Background: an optimization exercise with open tools, aiming at small area, a short achievable clock period and few clock cycles. Do not read the settings as production practice. RTL that was checked went through simulation tests only; none was proved equivalent to the original. Power and IR drop assume default switching activity.

before:
==> flow/design.v <==
module icache_ctrl #(
  parameter int unsigned LINES       = 16,
  parameter int unsigned MEM_LATENCY = 1
) (
  input  logic         clk,
  input  logic         reset,
  input  logic         pc_valid,
  input  logic [31:0]  pc,
  input  logic         flush,
  output logic [31:0]  inst,
  output logic         inst_valid,
  output logic         stall,
  output logic [31:0]  mem_address,
  input  logic [127:0] mem_dataline,
  output logic [31:0]  hit_count,
  output logic [31:0]  miss_count
);
  localparam int unsigned IDX   = $clog2(LINES);
  localparam int unsigned TAG_W = 28 - IDX;
  logic [27:0]        buf_line_q;     
  logic               buf_ok_q;       
  logic               pending_q;      
  logic [27:0]        buf_line_inc;
  logic               buf_hit;
  logic               next_line;
  logic               req;
  logic [31:0]        hit_count_q;
  logic [31:0]        miss_count_q;
  logic [LINES-1:0]   valid_q;
  logic [TAG_W-1:0]   tag_q [LINES];
  logic [IDX-1:0]     buf_idx;
  logic [TAG_W-1:0]   buf_tag;
  logic               buf_present;
  logic               lookup;
  logic               new_miss;
  assign req          = pc_valid && !flush && !reset;
  assign buf_hit      = buf_ok_q && (pc[31:4] == buf_line_q);
  assign buf_line_inc = buf_line_q + 28'd1;
  assign next_line    = buf_hit && (pc[3:2] == 2'd3);
  assign inst_valid  = req && buf_hit;
  assign stall       = pc_valid && !reset && (flush || !buf_hit);
  assign mem_address = {next_line ? buf_line_inc : pc[31:4], 4'b0000};
  assign buf_idx     = buf_line_q[IDX-1:0];
  assign buf_tag     = buf_line_q[27:IDX];
  assign buf_present = valid_q[buf_idx] && (tag_q[buf_idx] == buf_tag);
  assign lookup      = pending_q || inst_valid;
  assign new_miss    = lookup && !buf_present;
  assign hit_count   = hit_count_q;
  assign miss_count  = miss_count_q;
  always_comb begin
    case (pc[3:2])
      2'd0:    inst = mem_dataline[127:96];
      2'd1:    inst = mem_dataline[95:64];
      2'd2:    inst = mem_dataline[63:32];
      default: inst = mem_dataline[31:0];
    endcase
  end
  always_ff @(posedge clk or posedge reset) begin
    if (reset) begin
      buf_ok_q     <= 1'b0;
      pending_q    <= 1'b0;
      hit_count_q  <= 32'h0;
      miss_count_q <= 32'h0;
      valid_q      <= '0;
    end else begin
      buf_ok_q  <= !flush;
      pending_q <= req && !buf_hit;
      if (inst_valid && hit_count_q != 32'hFFFF_FFFF)
        hit_count_q <= hit_count_q + 32'd1;
      if (new_miss && miss_count_q != 32'hFFFF_FFFF)
        miss_count_q <= miss_count_q + 32'd1;
      if (flush)
        valid_q <= '0;
      else if (new_miss)
        valid_q[buf_idx] <= 1'b1;
    end
  end
  always_ff @(posedge clk) begin
    buf_line_q <= mem_address[31:4];
    if (new_miss)
      tag_q[buf_idx] <= buf_tag;
  end
endmodule
Settings: LEC_CHECK=0, CAP_MARGIN=20, CORE_MARGIN=2, CORE_UTILIZATION=40, SETUP_SLACK_MARGIN=2.5, SLEW_MARGIN=20; clock period 6.0 ns.
run.sh (not shown) runs the stock make flow with config.mk's settings and CLKGATE_MAP_FILE= SYNTH_SCRIPT=/design/flow/synth_recipe.tcl, a recipe that flattens the netlist after the stock synthesis.
> inputs changed (before -> after)
==> flow/design.v <==
module icache_ctrl #(
  parameter int unsigned LINES       = 16,
  parameter int unsigned MEM_LATENCY = 1
) (
  input  logic         clk,
  input  logic         reset,
  input  logic         pc_valid,
  input  logic [31:0]  pc,
  input  logic         flush,
  output logic [31:0]  inst,
  output logic         inst_valid,
  output logic         stall,
  output logic [31:0]  mem_address,
  input  logic [127:0] mem_dataline,
  output logic [31:0]  hit_count,
  output logic [31:0]  miss_count
);
  localparam int unsigned IDX   = $clog2(LINES);
  localparam int unsigned TAG_W = 28 - IDX;
  logic [27:0]        buf_line_q;     
  logic               buf_ok_q;       
  logic [27:0]        buf_line_inc;
  logic               buf_hit;
  logic               next_line;
  logic [31:0]        hit_count_q;
  logic [31:0]        miss_count_q;
  logic [LINES-1:0]   valid_q;
  logic [TAG_W-1:0]   tag_q [LINES];
  logic [IDX-1:0]     req_idx;
  logic [TAG_W-1:0]   req_tag;
  logic               req;
  logic               tag_miss;
  logic               new_miss;
  assign req_idx  = pc[3+IDX:4];
  assign req_tag  = pc[31:4+IDX];
  assign req      = pc_valid && !flush && !reset;
  assign tag_miss = !(valid_q[req_idx] && (tag_q[req_idx] == req_tag));
  assign new_miss = req && tag_miss;
  assign buf_hit      = buf_ok_q && (pc[31:4] == buf_line_q);
  assign buf_line_inc = buf_line_q + 28'd1;
  assign next_line    = buf_hit && (pc[3:2] == 2'd3);
  assign inst_valid  = req && buf_hit;
  assign stall       = pc_valid && !reset && (flush || !buf_hit);
  assign mem_address = {next_line ? buf_line_inc : pc[31:4], 4'b0000};
  assign hit_count   = hit_count_q;
  assign miss_count  = miss_count_q;
  always_comb begin
    case (pc[3:2])
      2'd0:    inst = mem_dataline[127:96];
      2'd1:    inst = mem_dataline[95:64];
      2'd2:    inst = mem_dataline[63:32];
      default: inst = mem_dataline[31:0];
    endcase
  end
  always_ff @(posedge clk or posedge reset) begin
    if (reset) begin
      buf_ok_q     <= 1'b0;
      hit_count_q  <= 32'h0;
      miss_count_q <= 32'h0;
      valid_q      <= '0;
    end else begin
      buf_ok_q <= !flush;
      if (inst_valid && hit_count_q != 32'hFFFF_FFFF)
        hit_count_q <= hit_count_q + 32'd1;
      if (new_miss && miss_count_q != 32'hFFFF_FFFF)
        miss_count_q <= miss_count_q + 32'd1;
      if (flush)
        valid_q <= '0;
      else if (new_miss)
        valid_q[req_idx] <= 1'b1;
    end
  end
  always_ff @(posedge clk) begin
    buf_line_q <= mem_address[31:4];
    if (new_miss)
      tag_q[req_idx] <= req_tag;
  end
endmodule
## What came out
after: no failed stages, no open violations at the end. From before to after the numbers moved as follows: synthesized cell count went down by 2.6%; number of signal-net buffers in the layout went up by 8.9%; area of the die went down by 1.3%; total routing resource utilization after global routing went down by 2.3 points; number of cells on the worst reg-to-reg path went down by 1. Going from before to after, worst slew margin relative to its limit went down 0.38 points; final cell count increased about 0.7%; total wirelength of the detailed-routed design went down by 3.8 mm.
Testbench counts of after, summed over its fixed seeds: cycles 36,656.
No functional check of the RTL was part of before.

========
quartz:
icache_ctrl, a different RTL version from the one above (not shown whole).
For scale: roughly 1400 cells after synthesis, about 500 flip-flops, ~290 I/O pins, roughly 21000 sq um of cells after synthesis.
==> module icache_ctrl, before the edit <==
module icache_ctrl #(
  parameter int unsigned LINES       = 16,
  parameter int unsigned MEM_LATENCY = 1
) (
  input  logic         clk,
  input  logic         reset,
  input  logic         pc_valid,
  input  logic [31:0]  pc,
  input  logic         flush,
  output logic [31:0]  inst,
  output logic         inst_valid,
  output logic         stall,
  output logic [31:0]  mem_address,
  input  logic [127:0] mem_dataline,
  output logic [31:0]  hit_count,
  output logic [31:0]  miss_count
);
  localparam int unsigned IDX   = $clog2(LINES);
  localparam int unsigned TAG_W = 28 - IDX;
  logic [27:0]        buf_line_q;     
  logic               buf_ok_q;       
  logic               cont_q;         
  logic               first_q;        
  logic               idx_eq_q;       
  logic               tag_miss_q;     
  logic [IDX:0]       carry;          
  logic [6:0]         line_ne;
  logic               buf_hit;
  logic               hit_en;
  logic               stall_en;
  logic               stall_hit;
  logic               served;
  logic               idx_eq;
  logic               next_lo;
  logic               lo_en;
  logic               idx_ne;
  logic               req;
  logic               start;
  logic [31:0]        hit_count_q;
  logic [31:0]        miss_count_q;
  logic               miss_add_q;
  logic [32:0]        hit_carry;
  logic [32:0]        miss_carry;
  logic [31:0]        miss_sum;
  logic [LINES-1:0]   valid_q;
  logic [TAG_W-1:0]   tag_q [LINES];
  logic [IDX-1:0]     buf_idx;
  logic [TAG_W-1:0]   buf_tag;
  logic [TAG_W-1:0]   slot_tag;
  logic               slot_valid;
  logic [LINES-1:0]   idx_oh;         
  logic [3:0]         word_oh;        
  logic               buf_present;
  logic               pc_present;
  logic               new_miss;
  logic               fill;
  logic               fill_q;         
  logic               fill_same_q;    
  logic [IDX-1:0]     fill_idx;       
  assign req     = pc_valid && !flush && !reset;
  assign start   = req && !cont_q;
  for (genvar g = 0; g < 7; g++) begin : g_line_ne
    icache_ctrl_ne4 u_ne (.a(pc[4+4*g +: 4]), .b(buf_line_q[4*g +: 4]), .ne(line_ne[g]));
  end
  assign hit_en  = buf_ok_q && pc_valid && !flush && !reset;
  assign stall_en = buf_ok_q && !flush;
  icache_ctrl_match u_match_iv (.ne(line_ne), .en(hit_en),   .match(inst_valid));
  icache_ctrl_match u_match_st (.ne(line_ne), .en(stall_en), .match(stall_hit));
  icache_ctrl_match u_match    (.ne(line_ne), .en(buf_ok_q), .match(buf_hit));
  assign stall      = pc_valid && !reset && !stall_hit;
  assign served     = req && buf_hit;         
  icache_ctrl_prefix #(IDX) u_carry (.a(buf_line_q[IDX-1:0]), .p(carry));
  icache_ctrl_ne4 u_idx_ne (.a(pc[3+IDX:4]), .b(buf_line_q[IDX-1:0]), .ne(idx_ne));
  assign idx_eq  = !idx_ne;
  assign lo_en   = buf_ok_q && pc[3] && pc[2] && !carry[IDX];
  icache_ctrl_nor2 u_next_lo (.a(idx_ne), .b(!lo_en), .y(next_lo));
  always_comb begin
    mem_address[3:0] = 4'b0000;
    for (int i = 0; i < IDX; i++)
      mem_address[4+i] = pc[4+i] ^ (next_lo && carry[i]);
    mem_address[31:4+IDX] = pc[31:4+IDX];
  end
  assign buf_idx     = buf_line_q[IDX-1:0];
  assign buf_tag     = buf_line_q[27:IDX];
  for (genvar j = 0; j < LINES; j++) begin : g_idx_oh
    assign idx_oh[j] = (buf_idx == IDX'(j));
  end
  for (genvar b = 0; b < TAG_W; b++) begin : g_slot
    logic [LINES-1:0] col;
    for (genvar j = 0; j < LINES; j++) begin : g_col
      assign col[j] = tag_q[j][b];
    end
    icache_ctrl_sel16 u_sel (.sel(idx_oh), .d(col), .y(slot_tag[b]));
  end
  icache_ctrl_sel16 u_sel_valid (.sel(idx_oh), .d(valid_q), .y(slot_valid));
  assign buf_present = fill_same_q || (slot_valid && (slot_tag == buf_tag));
  assign pc_present  = fill_same_q ? !(|line_ne[6:1])
                                   : (slot_valid && (slot_tag == pc[31:4+IDX]));
  assign new_miss = (start && buf_hit && !buf_present) ||
                    (first_q && (idx_eq_q ? tag_miss_q : !buf_present));
  assign fill = served && !buf_present;
  assign fill_idx = fill_same_q ? buf_idx : buf_idx - IDX'(1);
  icache_ctrl_prefix #(32) u_hit_carry  (.a(hit_count_q),  .p(hit_carry));
  icache_ctrl_prefix #(32) u_miss_carry (.a(miss_count_q), .p(miss_carry));
  assign miss_sum = miss_count_q ^ ({32{miss_add_q && !miss_carry[32]}} & miss_carry[31:0]);
  assign hit_count  = hit_count_q;
  assign miss_count = miss_sum;
  for (genvar w = 0; w < 4; w++) begin : g_word_oh
    assign word_oh[w] = (pc[3:2] == 2'(w));
  end
  for (genvar b = 0; b < 32; b++) begin : g_inst
    icache_ctrl_sel4 u_sel (.sel(word_oh),
                            .d({mem_dataline[b], mem_dataline[32+b], mem_dataline[64+b],
                                mem_dataline[96+b]}),
                            .y(inst[b]));
  end
  always_ff @(posedge clk or posedge reset) begin
    if (reset) begin
      buf_ok_q     <= 1'b0;
      cont_q       <= 1'b0;
      first_q      <= 1'b0;
      hit_count_q  <= 32'h0;
      miss_count_q <= 32'h0;
      miss_add_q   <= 1'b0;
      valid_q      <= '0;
      fill_q       <= 1'b0;
      fill_same_q  <= 1'b0;
    end else begin
      buf_ok_q <= !flush;
      cont_q   <= req && !buf_hit;
      first_q  <= start && !buf_hit;
      hit_count_q  <= hit_count_q ^ ({32{served && !hit_carry[32]}} & hit_carry[31:0]);
      miss_add_q   <= new_miss;
      miss_count_q <= miss_sum;
      fill_q <= fill;
      fill_same_q <= fill && !(pc[3] && pc[2] && !carry[IDX]);
      if (flush)
        valid_q <= '0;
      else if (fill_q)
        valid_q[fill_idx] <= 1'b1;
    end
  end
  always_ff @(posedge clk) begin
    buf_line_q <= mem_address[31:4];
    idx_eq_q   <= idx_eq;
    tag_miss_q <= !pc_present;
    if (fill_q)
      tag_q[fill_idx] <= buf_tag;
  end
endmodule
==> module icache_ctrl_sel4, before the edit <==
module icache_ctrl_sel4 (
  input  logic [3:0] sel,
  input  logic [3:0] d,
  output logic       y
);
  assign y = |(sel & d);
endmodule
Settings: LEC_CHECK=0, CAP_MARGIN=20, CORE_MARGIN=2, CORE_UTILIZATION=40, SETUP_SLACK_MARGIN=2.5, SLEW_MARGIN=20, SYNTH_HIERARCHICAL=1; clock period 6.0 ns.
standard.sh (not shown) runs the stock make flow with config.mk's settings and CLKGATE_MAP_FILE= SYNTH_SCRIPT=/design/flow/synth_recipe.tcl, a recipe that flattens the netlist after the stock synthesis.
==> flow/flow/run.sh <==
#!/bin/bash
# Own layout flow: the standard synthesis unchanged, then the standard ORFS
# layout with sizing not tied to cell footprints, minimum-size port buffers,
# and a clock tree of smaller buffers without dummy loads.
set -euo pipefail
cd "$(dirname "$0")/.."
bash standard.sh synth > synth.log 2>&1
bash standard.sh \
  MATCH_CELL_FOOTPRINT=0 \
  "BUFFER_PORTS_ARGS=-buffer_cell sky130_fd_sc_hd__buf_1" \
  "CTS_ARGS=-sink_clustering_enable -repair_clock_nets -dont_use_dummy_load -buf_list sky130_fd_sc_hd__clkbuf_16 -sink_clustering_size 26 -sink_clustering_max_diameter 90" \
  finish > layout.log 2>&1
quartz ended with every stage complete and zero timing, DRC or antenna violations.
Testbench counts of quartz, summed over its fixed seeds: cycles 37,210.
--- input diff quartz..cedar ---
--- a/flow/design.v
+++ b/flow/design.v
@@ -46,13 +46,12 @@
   logic [TAG_W-1:0]   tag_q [LINES];
   logic [IDX-1:0]     buf_idx;
   logic [TAG_W-1:0]   buf_tag;
   logic [TAG_W-1:0]   slot_tag;
   logic               slot_valid;
   logic [LINES-1:0]   idx_oh;         
-  logic [3:0]         word_oh;        
   logic               buf_present;
   logic               pc_present;
   logic               new_miss;
   logic               fill;
   logic               fill_q;         
   logic               fill_same_q;    
@@ -102,20 +101,19 @@
   assign fill_idx = fill_same_q ? buf_idx : buf_idx - IDX'(1);
   icache_ctrl_prefix #(32) u_hit_carry  (.a(hit_count_q),  .p(hit_carry));
   icache_ctrl_prefix #(32) u_miss_carry (.a(miss_count_q), .p(miss_carry));
   assign miss_sum = miss_count_q ^ ({32{miss_add_q && !miss_carry[32]}} & miss_carry[31:0]);
   assign hit_count  = hit_count_q;
   assign miss_count = miss_sum;
-  for (genvar w = 0; w < 4; w++) begin : g_word_oh
-    assign word_oh[w] = (pc[3:2] == 2'(w));
-  end
-  for (genvar b = 0; b < 32; b++) begin : g_inst
-    icache_ctrl_sel4 u_sel (.sel(word_oh),
-                            .d({mem_dataline[b], mem_dataline[32+b], mem_dataline[64+b],
-                                mem_dataline[96+b]}),
-                            .y(inst[b]));
+  always_comb begin
+    case (pc[3:2])
+      2'd0:    inst = mem_dataline[127:96];
+      2'd1:    inst = mem_dataline[95:64];
+      2'd2:    inst = mem_dataline[63:32];
+      default: inst = mem_dataline[31:0];
+    endcase
   end
   always_ff @(posedge clk or posedge reset) begin
     if (reset) begin
       buf_ok_q     <= 1'b0;
       cont_q       <= 1'b0;
       first_q      <= 1'b0;
@@ -232,13 +230,6 @@
   input  logic [15:0] sel,
   input  logic [15:0] d,
   output logic        y
 );
   assign y = |(sel & d);
 endmodule
-module icache_ctrl_sel4 (
-  input  logic [3:0] sel,
-  input  logic [3:0] d,
-  output logic       y
-);
-  assign y = |(sel & d);
-endmodule
### Flow results
- Taking quartz as the reference, in cedar minimum clock period fell by 0.11 ns, share of the clock period used by the worst path fell by 1.8 points, critical path depth fell by 1, non-clock buffer count fell by about 3.7%.
- Looking only at number of buffers created by CTS, and setting everything else aside, the lower value of cedar and quartz goes to quartz.
Only the layout flow was run in cedar; the RTL was not checked for function there.

========
Setup of north:
Another version of the RTL of icache_ctrl (not shown whole).
Size: roughly 290 I/O pins, roughly 23000 um2 of cells after synthesis.
==> module icache_ctrl, before the edit <==
module icache_ctrl #(
  parameter int unsigned LINES       = 16,
  parameter int unsigned MEM_LATENCY = 1
) (
  input  logic         clk,
  input  logic         reset,
  input  logic         pc_valid,
  input  logic [31:0]  pc,
  input  logic         flush,
  output logic [31:0]  inst,
  output logic         inst_valid,
  output logic         stall,
  output logic [31:0]  mem_address,
  input  logic [127:0] mem_dataline,
  output logic [31:0]  hit_count,
  output logic [31:0]  miss_count
);
  localparam int unsigned IDX   = $clog2(LINES);
  localparam int unsigned TAG_W = 28 - IDX;
  logic [27:0]        buf_line_q;     
  logic               buf_ok_q;       
  logic               cont_q;         
  logic               first_q;        
  logic               idx_eq_q;       
  logic               tag_miss_q;     
  logic [27:0]        carry;          
  logic               buf_hit;
  logic               idx_eq;
  logic               next_lo;
  logic               next_hi;
  logic               req;
  logic               start;
  logic [31:0]        hit_count_q;
  logic [31:0]        miss_count_q;
  logic [LINES-1:0]   valid_q;
  logic [TAG_W-1:0]   tag_q [LINES];
  logic [IDX-1:0]     buf_idx;
  logic [TAG_W-1:0]   buf_tag;
  logic [TAG_W-1:0]   slot_tag;
  logic               slot_valid;
  logic               buf_present;
  logic               pc_present;
  logic               new_miss;
  assign req     = pc_valid && !flush && !reset;
  assign start   = req && !cont_q;
  assign buf_hit = buf_ok_q && (pc[31:4] == buf_line_q);
  assign inst_valid = req && buf_hit;
  assign stall      = pc_valid && !reset && (flush || !buf_hit);
  icache_ctrl_carry u_carry (.line(buf_line_q), .carry(carry));
  assign idx_eq  = (pc[3+IDX:4] == buf_line_q[IDX-1:0]);
  assign next_lo = buf_ok_q && (pc[3:2] == 2'd3) && idx_eq;
  assign next_hi = buf_ok_q && (&pc[3+IDX:2]);
  always_comb begin
    mem_address[3:0] = 4'b0000;
    for (int i = 0; i < 28; i++)
      mem_address[4+i] = pc[4+i] ^ ((i < IDX) ? (next_lo && carry[i]) : (next_hi && carry[i]));
  end
  assign buf_idx     = buf_line_q[IDX-1:0];
  assign buf_tag     = buf_line_q[27:IDX];
  assign slot_tag    = tag_q[buf_idx];
  assign slot_valid  = valid_q[buf_idx];
  assign buf_present = slot_valid && (slot_tag == buf_tag);
  assign pc_present  = slot_valid && (slot_tag == pc[31:4+IDX]);
  assign new_miss = (start && buf_hit && !buf_present) ||
                    (first_q && (idx_eq_q ? tag_miss_q : !buf_present));
  assign hit_count  = hit_count_q;
  assign miss_count = miss_count_q;
  always_comb begin
    case (pc[3:2])
      2'd0:    inst = mem_dataline[127:96];
      2'd1:    inst = mem_dataline[95:64];
      2'd2:    inst = mem_dataline[63:32];
      default: inst = mem_dataline[31:0];
    endcase
  end
  always_ff @(posedge clk or posedge reset) begin
    if (reset) begin
      buf_ok_q     <= 1'b0;
      cont_q       <= 1'b0;
      first_q      <= 1'b0;
      hit_count_q  <= 32'h0;
      miss_count_q <= 32'h0;
      valid_q      <= '0;
    end else begin
      buf_ok_q <= !flush;
      cont_q   <= req && !buf_hit;
      first_q  <= start && !buf_hit;
      if (inst_valid && hit_count_q != 32'hFFFF_FFFF)
        hit_count_q <= hit_count_q + 32'd1;
      if (new_miss && miss_count_q != 32'hFFFF_FFFF)
        miss_count_q <= miss_count_q + 32'd1;
      if (flush)
        valid_q <= '0;
      else if (new_miss)
        valid_q[pc[3+IDX:4]] <= 1'b1;
    end
  end
  always_ff @(posedge clk) begin
    buf_line_q <= mem_address[31:4];
    idx_eq_q   <= idx_eq;
    tag_miss_q <= !pc_present;
    if (new_miss)
      tag_q[pc[3+IDX:4]] <= pc[31:4+IDX];
  end
endmodule
==> flow/config.mk <==
export PLATFORM = sky130hd
export DESIGN_NAME = icache_ctrl
export DESIGN_NICKNAME = icache_ctrl
export VERILOG_FILES = /design/flow/design.v
export SDC_FILE = /design/flow/constraint.sdc
export NUM_CORES = 4
export LEC_CHECK = 0
export CAP_MARGIN = 20
export CORE_MARGIN = 2
export CORE_UTILIZATION = 40
export SETUP_SLACK_MARGIN = 2.0
export SLEW_MARGIN = 20
export SYNTH_HIERARCHICAL = 1
==> flow/constraint.sdc <==
create_clock -name core_clock -period 6.0 [get_ports {clk}]
set_input_delay 1.2000 -clock core_clock [delete_from_list [all_inputs] [get_ports {clk}]]
set_output_delay 1.2000 -clock core_clock [all_outputs]
set_load 0.01 [all_outputs]
==> flow/flow/run.sh <==
#!/bin/bash
# Own layout flow: the standard synthesis unchanged, then the standard ORFS
# layout with sizing not tied to cell footprints and minimum-size port buffers.
set -euo pipefail
cd "$(dirname "$0")/.."
bash standard.sh synth > synth.log 2>&1
bash standard.sh \
  MATCH_CELL_FOOTPRINT=0 \
  "BUFFER_PORTS_ARGS=-buffer_cell sky130_fd_sc_hd__buf_1" \
  finish > layout.log 2>&1
Testbench counts of north, summed over its fixed seeds: cycles 36,683.
[inputs] south vs north
-- flow/design.v --
<<< north, line 28
  logic               idx_eq;
  logic               next_lo;
  logic               next_hi;
  logic               req;
  logic               start;
>>> south, line 28
  logic               idx_eq;
  logic               next_lo;
  logic [3:0]         next_hi;
  logic               req;
  logic               start;
<<< north, line 42
  logic               pc_present;
  logic               new_miss;
  assign req     = pc_valid && !flush && !reset;
  assign start   = req && !cont_q;
>>> south, line 42
  logic               pc_present;
  logic               new_miss;
  logic               fill;
  assign req     = pc_valid && !flush && !reset;
  assign start   = req && !cont_q;
<<< north, line 50
  assign idx_eq  = (pc[3+IDX:4] == buf_line_q[IDX-1:0]);
  assign next_lo = buf_ok_q && (pc[3:2] == 2'd3) && idx_eq;
  assign next_hi = buf_ok_q && (&pc[3+IDX:2]);
  always_comb begin
    mem_address[3:0] = 4'b0000;
    for (int i = 0; i < 28; i++)
      mem_address[4+i] = pc[4+i] ^ ((i < IDX) ? (next_lo && carry[i]) : (next_hi && carry[i]));
  end
  assign buf_idx     = buf_line_q[IDX-1:0];
>>> south, line 51
  assign idx_eq  = (pc[3+IDX:4] == buf_line_q[IDX-1:0]);
  assign next_lo = buf_ok_q && (pc[3:2] == 2'd3) && idx_eq;
  for (genvar g = 0; g < 4; g++) begin : g_next_hi
    icache_ctrl_all_ones u_next_hi (.en(buf_ok_q), .bits(pc[3+IDX:2]), .all(next_hi[g]));
  end
  always_comb begin
    mem_address[3:0] = 4'b0000;
    for (int i = 0; i < 28; i++)
      mem_address[4+i] = pc[4+i] ^ ((i < IDX) ? (next_lo && carry[i]) : (next_hi[(i-IDX)/6] && carry[i]));
  end
  assign buf_idx     = buf_line_q[IDX-1:0];
<<< north, line 64
  assign new_miss = (start && buf_hit && !buf_present) ||
                    (first_q && (idx_eq_q ? tag_miss_q : !buf_present));
  assign hit_count  = hit_count_q;
  assign miss_count = miss_count_q;
>>> south, line 67
  assign new_miss = (start && buf_hit && !buf_present) ||
                    (first_q && (idx_eq_q ? tag_miss_q : !buf_present));
  assign fill = inst_valid && !buf_present;
  assign hit_count  = hit_count_q;
  assign miss_count = miss_count_q;
<<< north, line 92
      if (flush)
        valid_q <= '0;
      else if (new_miss)
        valid_q[pc[3+IDX:4]] <= 1'b1;
    end
  end
>>> south, line 96
      if (flush)
        valid_q <= '0;
      else if (fill)
        valid_q[buf_idx] <= 1'b1;
    end
  end
<<< north, line 100
    idx_eq_q   <= idx_eq;
    tag_miss_q <= !pc_present;
    if (new_miss)
      tag_q[pc[3+IDX:4]] <= pc[31:4+IDX];
  end
endmodule
>>> south, line 104
    idx_eq_q   <= idx_eq;
    tag_miss_q <= !pc_present;
    if (fill)
      tag_q[buf_idx] <= buf_tag;
  end
endmodule
<<< north, line 114
  end
endmodule
>>> south, line 118
  end
endmodule
module icache_ctrl_all_ones (
  input  logic       en,
  input  logic [5:0] bits,
  output logic       all
);
  assign all = en && (&bits);
endmodule
### Flow results
Going from north to south, met3 track demand over resource now larger; combinational power share now larger. north ended up with pc[4] as its first element of the critical path; south ended up with pc[7]. Against north, south reports a setup slack that is lower. south vs north: reported net switching power up by a few percent. Cell count of the worst reg-to-reg path delta for south relative to north: 1 higher. Post-detailed-route wirelength per cell: south vs north up 0.32 um. Compared north against south; total leakage power within noise. Re non-clock buffer contribution to total cell area: south is 1.9 points up on north.
No functional check of the RTL was part of south.

==> static timing again, ports no longer ideal <==
The results above use ideal ports. As a check the final layouts listed here were re-extracted and re-timed, cells and wires unchanged. Step 1: set_driving_cell puts a clkbuf_16 on clk and a buf_2 on each other input, an assumption about the parent block. Step 2 times the ports against the registers' clock, not the clock port: input delays grow and output delays shrink by t, the midpoint of the rising clock arrivals with the driver on. a / b / c = ideal ports / drivers / drivers and shift; a / b = the first two.
| run | t (ns) | setup slack, ns | latest minus earliest clock arrival (ns) | worst register clock-pin slew, ns | cell pins on the clock port's net |
|---|---|---|---|---|---|
| before | 0.649 | 1.364 / 1.334 / 1.274 | 0.024 / 0.024 | 0.07 / 0.07 | 1 |
| after | 0.674 | 1.611 / 1.522 / 1.256 | 0.057 / 0.057 | 0.07 / 0.07 | 1 |
| quartz | 0.608 | 2.342 / 2.290 / 1.952 | 0.093 / 0.093 | 0.11 / 0.11 | 1 |
| cedar | 0.617 | 2.448 / 2.391 / 2.391 | 0.097 / 0.098 | 0.11 / 0.11 | 1 |
| north | 0.653 | 2.011 / 1.957 / 1.439 | 0.031 / 0.031 | 0.06 / 0.06 | 1 |
| south | 0.644 | 1.926 / 1.876 / 1.684 | 0.026 / 0.026 | 0.07 / 0.07 | 1 |
After both steps every run listed still meets setup and hold. For north, which loses most, drivers alone change the setup slack by -0.054 ns; drivers and shift together by -0.572 ns.
